Background: an optimization exercise with open tools, aiming at small area and few clock cycles per item. Do not read the settings as production practice.
Function was checked by simulation only, so behaviour that the tests miss may differ from the original.

--- flow/design.v ---
`timescale 1ns / 1ps
package xyli_pkg;
  typedef enum logic {
    OP_TICK  = 1'b0,
    OP_START = 1'b1
  } op_e;
  typedef enum logic [1:0] {
    CFG_X_DIR_POL = 2'd0,
    CFG_Y_DIR_POL = 2'd1,
    CFG_X_LIMIT   = 2'd2,
    CFG_Y_LIMIT   = 2'd3
  } cfg_reg_e;
  localparam int unsigned RES_STEP_X = 0;
  localparam int unsigned RES_STEP_Y = 1;
  localparam int unsigned RES_DIR_X  = 2;
  localparam int unsigned RES_DIR_Y  = 3;
  localparam int unsigned RES_BUSY   = 4;
  localparam int unsigned RES_DONE   = 5;
  localparam int unsigned RES_FLAGS  = 6;
  typedef struct packed {
    logic done;
    logic busy;
    logic dir_y;
    logic dir_x;
    logic step_y;
    logic step_x;
  } flags_t;
endpackage
`timescale 1ns / 1ps
module xyli_cfg #(
  parameter int unsigned POS_BITS = 24
) (
  input  logic                 clk_i,
  input  logic                 rst_ni,
  input  logic                 wr_en_i,
  input  xyli_pkg::cfg_reg_e   wr_index_i,
  input  logic [POS_BITS-2:0]  wr_data_i,
  output logic                 x_pol_o,
  output logic                 y_pol_o,
  output logic [POS_BITS-2:0]  x_lim_o,
  output logic [POS_BITS-2:0]  y_lim_o
);
  logic                x_pol_q, y_pol_q;
  logic [POS_BITS-2:0] x_lim_q, y_lim_q;
  always_ff @(posedge clk_i or negedge rst_ni) begin
    if (!rst_ni) begin
      x_pol_q <= 1'b0;
      y_pol_q <= 1'b0;
      x_lim_q <= '1;
      y_lim_q <= '1;
    end else if (wr_en_i) begin
      unique case (wr_index_i)
        xyli_pkg::CFG_X_DIR_POL: x_pol_q <= wr_data_i[0];
        xyli_pkg::CFG_Y_DIR_POL: y_pol_q <= wr_data_i[0];
        xyli_pkg::CFG_X_LIMIT:   x_lim_q <= wr_data_i;
        xyli_pkg::CFG_Y_LIMIT:   y_lim_q <= wr_data_i;
        default: ;
      endcase
    end
  end
  assign x_pol_o = x_pol_q;
  assign y_pol_o = y_pol_q;
  assign x_lim_o = x_lim_q;
  assign y_lim_o = y_lim_q;
endmodule
`timescale 1ns / 1ps
module xyli_core #(
  parameter int unsigned POS_BITS = 24
) (
  input  logic                        clk_i,
  input  logic                        rst_ni,
  input  logic                        en_i,
  input  xyli_pkg::op_e               op_i,
  input  logic                        rel_i,
  input  logic signed [POS_BITS-1:0]  tgt_x_i,
  input  logic signed [POS_BITS-1:0]  tgt_y_i,
  input  logic                        x_pol_i,
  input  logic                        y_pol_i,
  input  logic        [POS_BITS-2:0]  x_lim_i,
  input  logic        [POS_BITS-2:0]  y_lim_i,
  output xyli_pkg::flags_t            flags_o,
  output logic signed [POS_BITS-1:0]  pos_x_o,
  output logic signed [POS_BITS-1:0]  pos_y_o
);
  localparam int unsigned DLT_BITS = POS_BITS + 1;
  localparam int unsigned ERR_BITS = POS_BITS + 2;
  localparam int unsigned E2_BITS  = ERR_BITS + 1;
  logic signed [POS_BITS-1:0] cur_x_q, cur_y_q;
  logic        [POS_BITS-1:0] adx_q, ady_q, cnt_q;
  logic signed [ERR_BITS-1:0] err_q;
  logic sign_x_q, sign_y_q;
  logic pin_x_q, pin_y_q, phase_q, moving_q;
  logic px_q, py_q, done_q;
  logic        [DLT_BITS-1:0] sx, sy, ddx, ddy;
  logic        [POS_BITS-1:0] st_adx, st_ady;
  logic signed [ERR_BITS-1:0] st_err;
  logic                       ddx_pos, ddy_pos;
  logic signed [E2_BITS-1:0]  e2, adx_e, ady_e;
  logic signed [POS_BITS-1:0] lim_x, lim_y;
  logic                       tst_x, tst_y;
  logic signed [POS_BITS-1:0] nx, ny;
  logic                       pul_x, pul_y;
  logic signed [ERR_BITS-1:0] err_tick;
  logic                       reached;
  always_comb begin
    sx = {tgt_x_i[POS_BITS-1], tgt_x_i}
       + ({DLT_BITS{!rel_i}} ^ {cur_x_q[POS_BITS-1], cur_x_q})
       + DLT_BITS'(!rel_i);
    sy = {tgt_y_i[POS_BITS-1], tgt_y_i}
       + ({DLT_BITS{!rel_i}} ^ {cur_y_q[POS_BITS-1], cur_y_q})
       + DLT_BITS'(!rel_i);
    ddx = rel_i ? {tgt_x_i[POS_BITS-1] ^ sx[DLT_BITS-1] ^ sx[POS_BITS-1], tgt_x_i} : sx;
    ddy = rel_i ? {tgt_y_i[POS_BITS-1] ^ sy[DLT_BITS-1] ^ sy[POS_BITS-1], tgt_y_i} : sy;
    ddx_pos = !ddx[DLT_BITS-1] && (ddx != '0);
    ddy_pos = !ddy[DLT_BITS-1] && (ddy != '0);
    st_adx  = ddx[DLT_BITS-1] ? POS_BITS'(-ddx) : ddx[POS_BITS-1:0];
    st_ady  = ddy[DLT_BITS-1] ? POS_BITS'(-ddy) : ddy[POS_BITS-1:0];
    st_err  = ERR_BITS'(st_adx) - ERR_BITS'(st_ady);
  end
  always_comb begin
    e2       = {err_q, 1'b0};
    adx_e    = E2_BITS'(adx_q);
    ady_e    = E2_BITS'(ady_q);
    tst_x    = e2 >= -ady_e;
    tst_y    = e2 <= adx_e;
    nx       = cur_x_q + {{(POS_BITS-1){sign_x_q}}, 1'b1};
    ny       = cur_y_q + {{(POS_BITS-1){sign_y_q}}, 1'b1};
    lim_x    = {1'b0, x_lim_i};
    lim_y    = {1'b0, y_lim_i};
    pul_x    = pin_x_q ? (nx < lim_x) : (!nx[POS_BITS-1] && (nx != '0));
    pul_y    = pin_y_q ? (ny < lim_y) : (!ny[POS_BITS-1] && (ny != '0));
    err_tick = err_q - (tst_x ? ERR_BITS'(ady_q) : '0) + (tst_y ? ERR_BITS'(adx_q) : '0);
    reached  = (cnt_q == '0);
  end
  always_ff @(posedge clk_i or negedge rst_ni) begin
    if (!rst_ni) begin
      cur_x_q  <= '0;
      cur_y_q  <= '0;
      pin_x_q  <= 1'b0;
      pin_y_q  <= 1'b0;
      phase_q  <= 1'b0;
      moving_q <= 1'b0;
    end else if (en_i) begin
      if (op_i == xyli_pkg::OP_START) begin
        pin_x_q  <= ddx_pos ? x_pol_i : !x_pol_i;
        pin_y_q  <= ddy_pos ? y_pol_i : !y_pol_i;
        moving_q <= 1'b1;
      end else if (moving_q) begin
        if (reached) begin
          moving_q <= 1'b0;
        end else begin
          if (!phase_q) begin
            if (tst_x) cur_x_q <= nx;
            if (tst_y) cur_y_q <= ny;
          end
          phase_q <= !phase_q;
        end
      end
    end
  end
  always_ff @(posedge clk_i) begin
    if (en_i) begin
      px_q   <= 1'b0;
      py_q   <= 1'b0;
      done_q <= 1'b0;
      if (op_i == xyli_pkg::OP_START) begin
        sign_x_q <= !ddx_pos;
        sign_y_q <= !ddy_pos;
        adx_q    <= st_adx;
        ady_q    <= st_ady;
        err_q    <= st_err;
        cnt_q    <= st_err[ERR_BITS-1] ? st_ady : st_adx;
      end else if (moving_q) begin
        if (reached) begin
          done_q <= 1'b1;
        end else if (!phase_q) begin
          px_q  <= tst_x && pul_x;
          py_q  <= tst_y && pul_y;
          err_q <= err_tick;
          cnt_q <= cnt_q - POS_BITS'(1);
        end
      end
    end
  end
  assign flags_o.step_x = px_q;
  assign flags_o.step_y = py_q;
  assign flags_o.dir_x  = pin_x_q;
  assign flags_o.dir_y  = pin_y_q;
  assign flags_o.busy   = moving_q;
  assign flags_o.done   = done_q;
  assign pos_x_o        = cur_x_q;
  assign pos_y_o        = cur_y_q;
endmodule
`timescale 1ns / 1ps
module xy_stepper_line_interpolator #(
  parameter int unsigned POS_BITS = 24
) (
  input  logic                       clk_i,
  input  logic                       rst_ni,
  input  logic                       s_axis_tvalid,
  output logic                       s_axis_tready,
  input  logic [((2*POS_BITS+7)/8)*8-1:0] s_axis_tdata,
  input  logic [1:0]                 s_axis_tuser,
  output logic                       m_axis_tvalid,
  input  logic                       m_axis_tready,
  output logic [((2*POS_BITS+6+7)/8)*8-1:0] m_axis_tdata,
  input  logic                       cfg_valid_i,
  output logic                       cfg_ready_o,
  input  logic [1:0]                 cfg_index_i,
  input  logic [POS_BITS-2:0]        cfg_data_i
);
  localparam int unsigned OUT_BITS = ((2*POS_BITS+6+7)/8)*8;
  logic                       s_fire;
  logic                       m_vld_q;
  logic                       x_pol, y_pol;
  logic [POS_BITS-2:0]        x_lim, y_lim;
  xyli_pkg::flags_t           flags;
  logic signed [POS_BITS-1:0] pos_x, pos_y;
  assign s_axis_tready = !m_vld_q || m_axis_tready;
  assign s_fire        = s_axis_tvalid && s_axis_tready;
  assign cfg_ready_o   = 1'b1;
  always_ff @(posedge clk_i or negedge rst_ni) begin
    if (!rst_ni) begin
      m_vld_q <= 1'b0;
    end else begin
      m_vld_q <= s_fire || (m_vld_q && !m_axis_tready);
    end
  end
  xyli_cfg #(
    .POS_BITS (POS_BITS)
  ) u_cfg (
    .clk_i      (clk_i),
    .rst_ni     (rst_ni),
    .wr_en_i    (cfg_valid_i),
    .wr_index_i (xyli_pkg::cfg_reg_e'(cfg_index_i)),
    .wr_data_i  (cfg_data_i),
    .x_pol_o    (x_pol),
    .y_pol_o    (y_pol),
    .x_lim_o    (x_lim),
    .y_lim_o    (y_lim)
  );
  xyli_core #(
    .POS_BITS (POS_BITS)
  ) u_core (
    .clk_i   (clk_i),
    .rst_ni  (rst_ni),
    .en_i    (s_fire),
    .op_i    (xyli_pkg::op_e'(s_axis_tuser[0])),
    .rel_i   (s_axis_tuser[1]),
    .tgt_x_i (s_axis_tdata[POS_BITS-1:0]),
    .tgt_y_i (s_axis_tdata[2*POS_BITS-1:POS_BITS]),
    .x_pol_i (x_pol),
    .y_pol_i (y_pol),
    .x_lim_i (x_lim),
    .y_lim_i (y_lim),
    .flags_o (flags),
    .pos_x_o (pos_x),
    .pos_y_o (pos_y)
  );
  assign m_axis_tvalid = m_vld_q;
  assign m_axis_tdata  = OUT_BITS'({pos_y, pos_x, flags.done, flags.busy, flags.dir_y,
                                    flags.dir_x, flags.step_y, flags.step_x});
endmodule
--- flow/run.sh ---
#!/bin/bash
# synth_recipe.tcl (not shown) runs the flow's synth.tcl, then flattens the netlist and writes it again
# the make line also repeats each setting of config.mk as NAME=value (left out here)
make -C /OpenROAD-flow-scripts/flow DESIGN_CONFIG=/design/flow/config.mk WORK_HOME=/design/flow/orfs CLKGATE_MAP_FILE= SYNTH_SCRIPT=/design/flow/synth_recipe.tcl finish
--- flow/config.mk ---
export PLATFORM = sky130hd
export DESIGN_NAME = xy_stepper_line_interpolator
export DESIGN_NICKNAME = xy_stepper_line_interpolator
export VERILOG_FILES = /design/flow/design.v
export SDC_FILE = /design/flow/constraint.sdc
export NUM_CORES = 4
export LEC_CHECK = 0
export CAP_MARGIN = 20
export CORE_MARGIN = 2
export CORE_UTILIZATION = 40
export SLEW_MARGIN = 20
--- flow/constraint.sdc ---
create_clock -name core_clock -period 9.0 [get_ports {clk_i}]
set_input_delay 1.8000 -clock core_clock [delete_from_list [all_inputs] [get_ports {clk_i}]]
set_output_delay 1.8000 -clock core_clock [all_outputs]
set_load 0.01 [all_outputs]
==> notes.md, run 1 <==
global-route wire length before repair=103,000 um; fmax=120 MHz; vias per inst=5.67; Via Count=18,900; Final Util=47.1%; worst-margin pin slew=974 ps; reg2reg end=u_core.err_q[24]; CTS tree=yes; Critical Path RT=9280 ps; # DRC=0; met1 Usage GRT=29.8%; vias in the first global route=18,800; clock skew=37.4 ps; Hold Path Stages=2; GR Util met2=41.1%; crit path DAT=8600 ps; Setup Total Neg Slack=0 ps; CP max stage delay=640 ps; CP top delay family=compound AO/OA/AOI/OAI gates; Cell Area, Synth=0.0215 mm2; most used cell, CP=a21oi_1; Post-synth EDFFs=103; Synth warnings=3; met3 GRT Util=2.80%; # IOs=139; fin cells=3,340; Final Hold Vio Count=0; GRT Overall Usage=23.0%; Reg2Reg Depth=31; Area Overhead vs Synth=15.8%; initial DRC count=1,350; CTS Buf Count=28; fin crit share=92.4%; r2r setup slk=1090 ps; # resized after CTS=0; largest net degree at the start of global routing=59; Post-CTS Hold Fix Bufs=0; post-CTS setup buffers=0; Die Span X=236 um; Skew-Pair Late Insertion Delay=580 ps; die height=236 um; Placement Rows=84; CP cell instances=buf_6 -> buf_12 -> nand2b_1 -> and2_1 -> fa_1 -> a211oi_1 -> o21ai_0 -> a311oi_1 -> a21oi_1 -> xor2_1 -> mux2_2 -> or4b_2 -> nor3_1 -> a21oi_1 -> xor2_1 -> inv_1 -> ha_1 -> o21ai_0 -> a21oi_1 -> o41ai_2 -> o21a_2 -> or3b_2 -> mux2i_1 -> a211oi_1; worst hold endpoint=m_vld_q; core area=0.0529 mm2; Slew Viols, Final=0; hold_sp=m_vld_q; slew margin rel.=33.4%; kind of critical path=input port to flop; RSZ-0062 raised after global routing=no; Cells after DPL=3,284; cells after synthesis=2,470; status=timing/DRC/antenna clean; share of layout cells above drive strength 1=11.1%; count of state elements after synthesis=204; critical path startpoint category=input port; Post-Route WL=65,200 um; Post-DP HPWL=52,900 um; Clock Sinks=204; count of nets after finishing=2,976; Synth Area per Inst=8.71 um2; CP Buf/Inv Count=3; sequential area share after synthesis=26.4%; antenna violations before repair=6; Most Crowded Layer GR=met2; Synth cell types=83; Starting Density=40.7%; Worst-path clk slew=60 ps; Placer Congestion=0.928; MaxCap Viol Count=0; Crit-path slowest cell=or4b_2; Root Driver=clkbuf_16; DR pass1 iterations=7; Reg2Reg Launch Point=u_core.ady_q[2]; I/O Buffers=135; Synth async-reset ratio=49.5%; clock tree buffer depth=3; Critical Path End Type=flop; top_reg_cell synth=edfxtp_1; H-tree depth=1; Critical Path Fanout Max=42; ANT nets after route=0; # setup viols final=0; routed length per instance=19.5 um; HP Class=flop to flop; global route total overflow=0; post-layout min period=8320 ps; die area=0.0556 mm2
## per-stage QoR
step	area [um2]	setup slack (ps)	hold WS, ps
global route	24900	73.1	563
global placement	23900	185	502
floorplan	21600	19.8	485
detailed placement	23900	-22.3	522
CTS	24900	542	537
finish	24900	682	527
## state kept, by name, summed over array words and instances, names as in the netlist, 23 cells and up
| name | count |
|---|---|
| u_core.err_q | 26 |
| u_core.adx_q | 24 |
| u_core.ady_q | 24 |
| u_core.cnt_q | 24 |
| u_core.cur_x_q | 24 |
| u_core.cur_y_q | 24 |
| u_cfg.x_lim_q | 23 |
| u_cfg.y_lim_q | 23 |
## synth_stat cells (8+ instances only)
cell | instances | share of area, %
fa_1 | 29 | 2.7
a31oi_1 | 31 | 0.90
mux2_2 | 99 | 5.2
o21a_1 | 39 | 1.4
nor4_1 | 28 | 0.81
dfrtp_1 | 55 | 6.4
edfxtp_1 | 103 | 14
dfstp_2 | 46 | 5.6
xnor2_1 | 154 | 6.3
clkbuf_1 | 49 | 0.86
o31ai_1 | 11 | 0.38
buf_4 | 9 | 0.31
nand4_1 | 24 | 0.70
a2111oi_0 | 12 | 0.49
ha_1 | 240 | 14
nand3_1 | 62 | 1.4
nor2_1 | 163 | 2.8
or4_1 | 19 | 0.66
and3_1 | 22 | 0.64
a211o_1 | 13 | 0.53
a21o_1 | 59 | 2.1
nor3b_1 | 12 | 0.42
nand2b_1 | 36 | 1.0
o21bai_1 | 12 | 0.42
or3_1 | 21 | 0.61
nor4b_1 | 8 | 0.33
o211ai_1 | 33 | 1.2
a211oi_1 | 26 | 0.91
inv_1 | 210 | 3.7
and2_1 | 36 | 1.0
mux2i_1 | 21 | 0.98
buf_1 | 11 | 0.19
o21ai_0 | 96 | 2.2
nand2_1 | 199 | 3.5
nor3_1 | 56 | 1.3
xor2_1 | 80 | 3.3
nor2b_1 | 42 | 1.2
nand3b_1 | 13 | 0.45
a21oi_1 | 163 | 3.8
or2_2 | 14 | 0.41
## worst register-to-register path: cells and delay by family, from the launching register on
kind	cells	cell delay (ps)
compound gates	14	3380
xor+xnor	1	160
fa+ha+maj	3	1280
flops	1	500
simple gates	13	2350
## final cells by class
| cell class | instances | area [um2] |
|---|---|---|
| Fill cell | 5103 | 28000 |
| Clock buffer | 41 | 810 |
| Sequential cell | 204 | 5680 |
| Timing Repair Buffer | 197 | 1850 |
| Tap cell | 688 | 861 |
| Clock inverter | 11 | 123 |
| Inverter | 211 | 792 |
| Antenna cell | 3 | 7.51 |
| Multi-Input combinational cell | 1985 | 14800 |
## how the worst max path moves through the flow
stage | depth (start not counted) | slack [ps] | from | to
6_report | 24 | 680 | s_axis_tuser[1] | u_core.cnt_q[6]
5_1_grt | 29 | 70 | s_axis_tdata[0] | u_core.cnt_q[2]
4_1_cts | 29 | 540 | s_axis_tdata[0] | u_core.cnt_q[2]
2_1_floorplan | 37 | 20 | s_axis_tuser[1] | u_core.cnt_q[6]
3_3_place_gp | 29 | 180 | s_axis_tdata[0] | u_core.cnt_q[2]
3_5_place_dp | 29 | -20 | s_axis_tdata[0] | u_core.cnt_q[2]
## logic make-up after synthesis
family	count (synthesis)	synth area share, %
flops	204	26.4
buf+inv	282	5.09
simple gates	776	18.3
compound gates	583	17.8
fa+ha+maj	269	16.7
xor+xnor	234	9.53
other cells	2	0.0349
mux	120	6.16
## cells in the final DEF, fill, tap and decap left out, types with 94 or more instances in the layout
cell	synthesis	routed
a21oi_1	163	163
clkdlybuf4s50_1	0	132
edfxtp_1	103	103
ha_1	240	240
inv_1	210	209
mux2_2	99	99
nand2_1	199	199
nor2_1	163	162
o21ai_0	96	94
xnor2_1	154	154
## metal layers
layer	vias to the layer above	routed length [um]
li1	9296	-
met2	428	32000
met1	9117	29000
met5	-	55
met4	8	1250
met3	85	2980
Testbench counts, summed over its fixed seeds: cycles 24,284, items 24,276.
==> inputs of run 2 (changes only) <==
--- a/flow/design.v
+++ b/flow/design.v
@@ -43,3 +43,3 @@
   logic                x_pol_q, y_pol_q;
-  logic [POS_BITS-2:0] x_lim_q, y_lim_q;
+  logic [POS_BITS-2:0] x_lim_nq, y_lim_nq;
   always_ff @(posedge clk_i or negedge rst_ni) begin
@@ -48,4 +48,4 @@
       y_pol_q <= 1'b0;
-      x_lim_q <= '1;
-      y_lim_q <= '1;
+      x_lim_nq <= '0;
+      y_lim_nq <= '0;
     end else if (wr_en_i) begin
@@ -54,4 +54,4 @@
         xyli_pkg::CFG_Y_DIR_POL: y_pol_q <= wr_data_i[0];
-        xyli_pkg::CFG_X_LIMIT:   x_lim_q <= wr_data_i;
-        xyli_pkg::CFG_Y_LIMIT:   y_lim_q <= wr_data_i;
+        xyli_pkg::CFG_X_LIMIT:   x_lim_nq <= ~wr_data_i;
+        xyli_pkg::CFG_Y_LIMIT:   y_lim_nq <= ~wr_data_i;
         default: ;
@@ -62,6 +62,30 @@
   assign y_pol_o = y_pol_q;
-  assign x_lim_o = x_lim_q;
-  assign y_lim_o = y_lim_q;
+  assign x_lim_o = ~x_lim_nq;
+  assign y_lim_o = ~y_lim_nq;
 endmodule
 `timescale 1ns / 1ps
+module xyli_add #(
+  parameter int unsigned N = 8
+) (
+  input  logic [N-1:0] a_i,
+  input  logic [N-1:0] b_i,
+  input  logic         c_i,
+  output logic [N-1:0] s_o
+);
+  logic [N-1:0] p, g;
+  logic [N:0]   c;
+  always_comb begin
+    p    = a_i ^ b_i;
+    g    = a_i & b_i;
+    c    = '0;
+    c[0] = c_i;
+    for (int unsigned i = 0; i < N; i += 2) begin
+      c[i+1] = g[i] | (p[i] & c[i]);
+      if (i + 1 < N) begin
+        c[i+2] = g[i+1] | (p[i+1] & g[i]) | (p[i+1] & p[i] & c[i]);
+      end
+    end
+    s_o = p ^ c[N-1:0];
+  end
+endmodule
 module xyli_core #(
@@ -94,4 +118,5 @@
   logic        [DLT_BITS-1:0] sx, sy, ddx, ddy;
+  logic        [POS_BITS:0]   nzx, nzy;
   logic        [POS_BITS-1:0] st_adx, st_ady;
-  logic signed [ERR_BITS-1:0] st_err;
+  logic        [ERR_BITS-1:0] st_err;
   logic                       ddx_pos, ddy_pos;
@@ -100,29 +125,59 @@
   logic                       tst_x, tst_y;
+  logic        [POS_BITS-1:0] tx_flip, ty_flip, cnt_flip;
   logic signed [POS_BITS-1:0] nx, ny;
   logic                       pul_x, pul_y;
-  logic signed [ERR_BITS-1:0] err_tick;
+  logic        [ERR_BITS-1:0] csa_y, csa_z, csa_s, csa_c, err_tick;
   logic                       reached;
+  xyli_add #(.N(DLT_BITS)) u_sx (
+    .a_i ({tgt_x_i[POS_BITS-1], tgt_x_i}),
+    .b_i ({DLT_BITS{!rel_i}} ^ {cur_x_q[POS_BITS-1], cur_x_q}),
+    .c_i (!rel_i),
+    .s_o (sx)
+  );
+  xyli_add #(.N(DLT_BITS)) u_sy (
+    .a_i ({tgt_y_i[POS_BITS-1], tgt_y_i}),
+    .b_i ({DLT_BITS{!rel_i}} ^ {cur_y_q[POS_BITS-1], cur_y_q}),
+    .c_i (!rel_i),
+    .s_o (sy)
+  );
   always_comb begin
-    sx = {tgt_x_i[POS_BITS-1], tgt_x_i}
-       + ({DLT_BITS{!rel_i}} ^ {cur_x_q[POS_BITS-1], cur_x_q})
-       + DLT_BITS'(!rel_i);
-    sy = {tgt_y_i[POS_BITS-1], tgt_y_i}
-       + ({DLT_BITS{!rel_i}} ^ {cur_y_q[POS_BITS-1], cur_y_q})
-       + DLT_BITS'(!rel_i);
     ddx = rel_i ? {tgt_x_i[POS_BITS-1] ^ sx[DLT_BITS-1] ^ sx[POS_BITS-1], tgt_x_i} : sx;
     ddy = rel_i ? {tgt_y_i[POS_BITS-1] ^ sy[DLT_BITS-1] ^ sy[POS_BITS-1], tgt_y_i} : sy;
-    ddx_pos = !ddx[DLT_BITS-1] && (ddx != '0);
-    ddy_pos = !ddy[DLT_BITS-1] && (ddy != '0);
-    st_adx  = ddx[DLT_BITS-1] ? POS_BITS'(-ddx) : ddx[POS_BITS-1:0];
-    st_ady  = ddy[DLT_BITS-1] ? POS_BITS'(-ddy) : ddy[POS_BITS-1:0];
-    st_err  = ERR_BITS'(st_adx) - ERR_BITS'(st_ady);
-  end
+    nzx[0] = 1'b0;
+    nzy[0] = 1'b0;
+    for (int unsigned i = 0; i < POS_BITS; i++) begin
+      nzx[i+1]  = nzx[i] | ddx[i];
+      nzy[i+1]  = nzy[i] | ddy[i];
+      st_adx[i] = ddx[i] ^ (ddx[DLT_BITS-1] & nzx[i]);
+      st_ady[i] = ddy[i] ^ (ddy[DLT_BITS-1] & nzy[i]);
+    end
+    ddx_pos = !ddx[DLT_BITS-1] && nzx[POS_BITS];
+    ddy_pos = !ddy[DLT_BITS-1] && nzy[POS_BITS];
+  end
+  logic [ERR_BITS-1:0] err0_a, err0_b;
+  assign err0_a = {2'b00, st_adx};
+  assign err0_b = ~{2'b00, st_ady};
+  xyli_add #(.N(ERR_BITS)) u_err0 (
+    .a_i (err0_a),
+    .b_i (err0_b),
+    .c_i (1'b1),
+    .s_o (st_err)
+  );
   always_comb begin
     e2       = {err_q, 1'b0};
-    adx_e    = E2_BITS'(adx_q);
-    ady_e    = E2_BITS'(ady_q);
+    adx_e    = {3'b000, adx_q};
+    ady_e    = {3'b000, ady_q};
     tst_x    = e2 >= -ady_e;
     tst_y    = e2 <= adx_e;
-    nx       = cur_x_q + {{(POS_BITS-1){sign_x_q}}, 1'b1};
-    ny       = cur_y_q + {{(POS_BITS-1){sign_y_q}}, 1'b1};
+    tx_flip[0]  = 1'b1;
+    ty_flip[0]  = 1'b1;
+    cnt_flip[0] = 1'b1;
+    for (int unsigned i = 1; i < POS_BITS; i++) begin
+      tx_flip[i]  = tx_flip[i-1] & (cur_x_q[i-1] ^ sign_x_q);
+      ty_flip[i]  = ty_flip[i-1] & (cur_y_q[i-1] ^ sign_y_q);
+      cnt_flip[i] = cnt_flip[i-1] & !cnt_q[i-1];
+    end
+    nx       = cur_x_q ^ tx_flip;
+    ny       = cur_y_q ^ ty_flip;
+    reached  = cnt_flip[POS_BITS-1] & !cnt_q[POS_BITS-1];
     lim_x    = {1'b0, x_lim_i};
@@ -131,5 +186,15 @@
     pul_y    = pin_y_q ? (ny < lim_y) : (!ny[POS_BITS-1] && (ny != '0));
-    err_tick = err_q - (tst_x ? ERR_BITS'(ady_q) : '0) + (tst_y ? ERR_BITS'(adx_q) : '0);
-    reached  = (cnt_q == '0);
-  end
+    csa_y    = tst_x ? ~{2'b00, ady_q} : '0;
+    csa_z    = tst_y ? {2'b00, adx_q} : '0;
+    csa_s    = err_q ^ csa_y ^ csa_z;
+    csa_c    = {(err_q[ERR_BITS-2:0] & csa_y[ERR_BITS-2:0])
+              | (err_q[ERR_BITS-2:0] & csa_z[ERR_BITS-2:0])
+              | (csa_y[ERR_BITS-2:0] & csa_z[ERR_BITS-2:0]), tst_x};
+  end
+  xyli_add #(.N(ERR_BITS)) u_tick (
+    .a_i (csa_s),
+    .b_i (csa_c),
+    .c_i (1'b0),
+    .s_o (err_tick)
+  );
   always_ff @(posedge clk_i or negedge rst_ni) begin
@@ -176,6 +241,6 @@
         end else if (!phase_q) begin
-          px_q  <= tst_x && pul_x;
-          py_q  <= tst_y && pul_y;
-          err_q <= err_tick;
-          cnt_q <= cnt_q - POS_BITS'(1);
+          px_q    <= tst_x && pul_x;
+          py_q    <= tst_y && pul_y;
+          err_q   <= err_tick;
+          cnt_q   <= cnt_q ^ cnt_flip;
         end
==> notes.md, run 2 <==
final setup margin=556 ps (-126 ps); Synth Area per Inst=9.06 um2 (+4.0%); core area=0.0499 mm2 (-5.7%); fmax=118 MHz (-1.5%); MaxCap Viol Count=0 (unchanged); DR pass1 iterations=7 (unchanged); Synth area leader=edfxtp_1; Critical Path End Type=flop; Root Driver=clkbuf_16; Placer Congestion=0.948 (+2.1%); largest net degree at the start of global routing=63 (+6.8%); Synth async-reset ratio=49.5% (unchanged); Critical Path Fanout Max=30 (-29%); Post-synth EDFFs=103 (unchanged); Synth top area share=15.4% (+1.0 points); Placement Rows=82 (-2.4%); Cell Area, Synth=0.0201 mm2 (-6.5%); vias per inst=5.38 (-5.2%); Post-CTS Hold Fix Bufs=0 (unchanged); # setup viols final=0 (unchanged); area of all placed cells without fillers=0.0233 mm2 (-6.4%); clock tree buffer depth=3 (unchanged); slew margin rel.=31.7% (-1.6 points); most frequent cells in the layout=234 x nand2_1, 214 x ha_1, 182 x inv_1, 153 x xnor2_1, 151 x o21ai_0; global-route wire length before repair=91,500 um (-11%); cell with the most instances after synthesis=nand2_1; # DRC=0 (unchanged); critical path startpoint category=input port; Synth warnings=5 (+2); top_reg_cell synth=edfxtp_1; Area after DPL=0.0223 mm2 (-6.8%); fin crit share=93.8% (+1.4 points); Top reg by flops=u_core.err_q; Post-DP HPWL=46,400 um (-12%); RSZ-0062 raised after global routing=no; Starting Density=40.3% (-0.35 points); Synth cell types=100 (+20%); Slew Viols, Final=0 (unchanged); Area Overhead vs Synth=15.9% (about the same); HP Class=flop to flop; Critical Path RT=9280 ps (about the same); post-CTS setup buffers=0 (unchanged); Clock Sinks=204 (unchanged); Skew-Pair Late Insertion Delay=560 ps (-20 ps); clock skew=11.6 ps (-25.8 ps); status=timing/DRC/antenna clean; initial DRC count=991 (-27%); max reg flops=26 (unchanged); H-tree depth=1 (unchanged); GRT Overall Usage=22.1% (-0.97 points); worst hold slack=475 ps (-52.3 ps); kind of critical path=input port to flop; routed length per instance=19.0 um (-2.8%); most instantiated cells after synthesis=234 x nand2_1, 214 x ha_1, 183 x inv_1; # IOs=139 (unchanged); I/O Buffers=135 (unchanged); die height=228 um (-3.2%); # resized after CTS=0 (unchanged); CTS tree=yes; most area-consuming cells after synthesis=edfxtp_1 15%, ha_1 13%, dfrtp_1 13%, fa_1 7.0%, xnor2_1 6.7%; vias in the first global route=16,300 (-13%); Post-Route WL=57,500 um (-12%); Final Hold Vio Count=0 (unchanged); sequential area share after synthesis=27.9% (+1.5 points); worst-margin pin slew=1020 ps (+49.5 ps); Die Span X=228 um (-3.2%); share of layout cells above drive strength 1=8.06% (-3.0 points); post-layout min period=8440 ps (+126 ps); commonest non-fill, non-tap cell in the layout=nand2_1; cells after synthesis=2,220 (-10%); Setup Total Neg Slack=0 ps (unchanged); global route total overflow=0 (unchanged); ANT nets after route=0 (unchanged); antenna violations before repair=5 (-1); die area=0.0521 mm2 (-6.4%); CTS Buf Count=28 (unchanged); count of nets after finishing=2,698 (-9.3%); count of state elements after synthesis=204 (unchanged); Via Count=16,300 (-14%); Placement Setup Slack=93.7 ps (+116 ps); crit path DAT=8720 ps (+120 ps); Worst-path clk slew=60 ps (about the same)
[run 2: changes by cell type in the layout (fill, tap and decap cells not counted), moves of 22 or more]
cell      change
dfrtp_1      +46
a21oi_1      -77
nor2_1       -50
o21ai_0      +57
nand2b_1     +26
dfstp_2      -46
ha_1         -26
inv_1        -27
fa_1         +39
nand2_1      +35
mux2_2       -80
nand3_1      -22
[run 2: area by class of cell]
cell class	count	area (um2)
diodes	2	5.00
clock buffers	35	768
clock inverters	17	209
fillers	4849	26600
inverters	185	694
multi-input cells	1728	13400
flip-flops and latches	204	5620
well taps	672	841
repair buffers	187	1760
[run 2: final timing paths]
check | from | end | slack, ps | cells past startpoint
max | s_axis_tdata[0] | u_core.cnt_q[22] | 560 | 28
min | u_cfg.y_lim_nq[0] | u_cfg.y_lim_nq[0] | 470 | 2
max reg2reg | u_core.ady_q[13] | u_core.err_q[25] | 940 | 33
min reg2reg | u_cfg.y_lim_nq[0] | u_cfg.y_lim_nq[0] | 470 | 2
max in group asynchronous | rst_ni | u_core.cur_x_q[23] | 6540 | 2
min in group asynchronous | rst_ni | u_core.cur_y_q[14] | 1250 | 1
[run 2: cell families (layout without fill, tap and decap cells)]
| logic type | count (synthesis) | count (layout) | synth area share [%] |
|---|---|---|---|
| fa+ha+maj | 284 | 284 | 20.3 |
| other cells | 2 | 5 | 0.0373 |
| flops | 204 | 204 | 27.9 |
| mux | 51 | 51 | 2.70 |
| buf+inv | 289 | 424 | 5.87 |
| simple gates | 656 | 656 | 16.5 |
| xor+xnor | 241 | 241 | 10.6 |
| compound gates | 493 | 493 | 16.0 |
[run 2: per-layer routing]
layer  wire [um]  global-route usage [%]  share of wire (%)  vias to the layer above
met2       27900                    38.2                 48                      331
met1       25700                    29.1                 45                     7863
met4        1340                    5.21                2.3                        8
met5          55                       0              0.096                        -
li1            -                       -                  -                     8014
met3        2570                    3.05                4.5                       74
[run 2: worst max-delay path, cell delays in order]
cell and delay (ps):
clkdlybuf4s50_1 610, ha_1 300, nor2b_1 170, o31ai_1 360, nand2_1 170, nor3_1 290
o21ai_0 150, a21o_1 210, fa_1 400, xor2_1 190, o32ai_1 440, nand2_1 200
nor4_4 200, nand4_1 210, a21o_1 250, a31o_2 200, o21ai_1 230, ha_1 360
a211oi_1 380, o2111ai_1 180, a31o_2 270, a211o_1 280, a21oi_2 220, o21a_1 180
buf_12 190, nand2_1 80, inv_1 130, a221oi_2 70
[run 2: through the flow]
step / utilization [%] / instances
2_1_floorplan: - / 2221
3_3_place_gp: 44.8 / 2975
3_5_place_dp: 44.8 / 2975
4_1_cts: 46.7 / 3027
5_1_grt: 46.7 / 3029
6_report: 46.7 / 3030
Testbench counts of run 2, summed over its fixed seeds: cycles 24,284, items 24,276.

-- what the ideal ports hide --
No port has a modelled driver above. Below, the same layouts with a new extraction and two added sets of constraints. Step 1 sets driving cells, clkbuf_16 on the clock port and buf_2 on the other inputs (assumed; they add their load-dependent delay and slew). Step 2, shift: input delay + t, output delay - t, t = (earliest + latest rising clock arrival at the registers) / 2. This alone moves slack from input paths to output paths. Three values: ideal, step 1, step 2; two values: the first two.
run | t (ns) | setup slack, ns | worst slew at a driven data input, ns
run 1 | 0.615 | 0.682 / 0.700 / 0.085 | 0.13
run 2 | 0.612 | 0.556 / 0.594 / -0.018 | 0.08
Met with ideal ports but missed after step 2: setup timing in run 2. The setup slack of run 1, which loses most, moves by +0.018 ns with the drivers and by -0.597 ns with both steps.
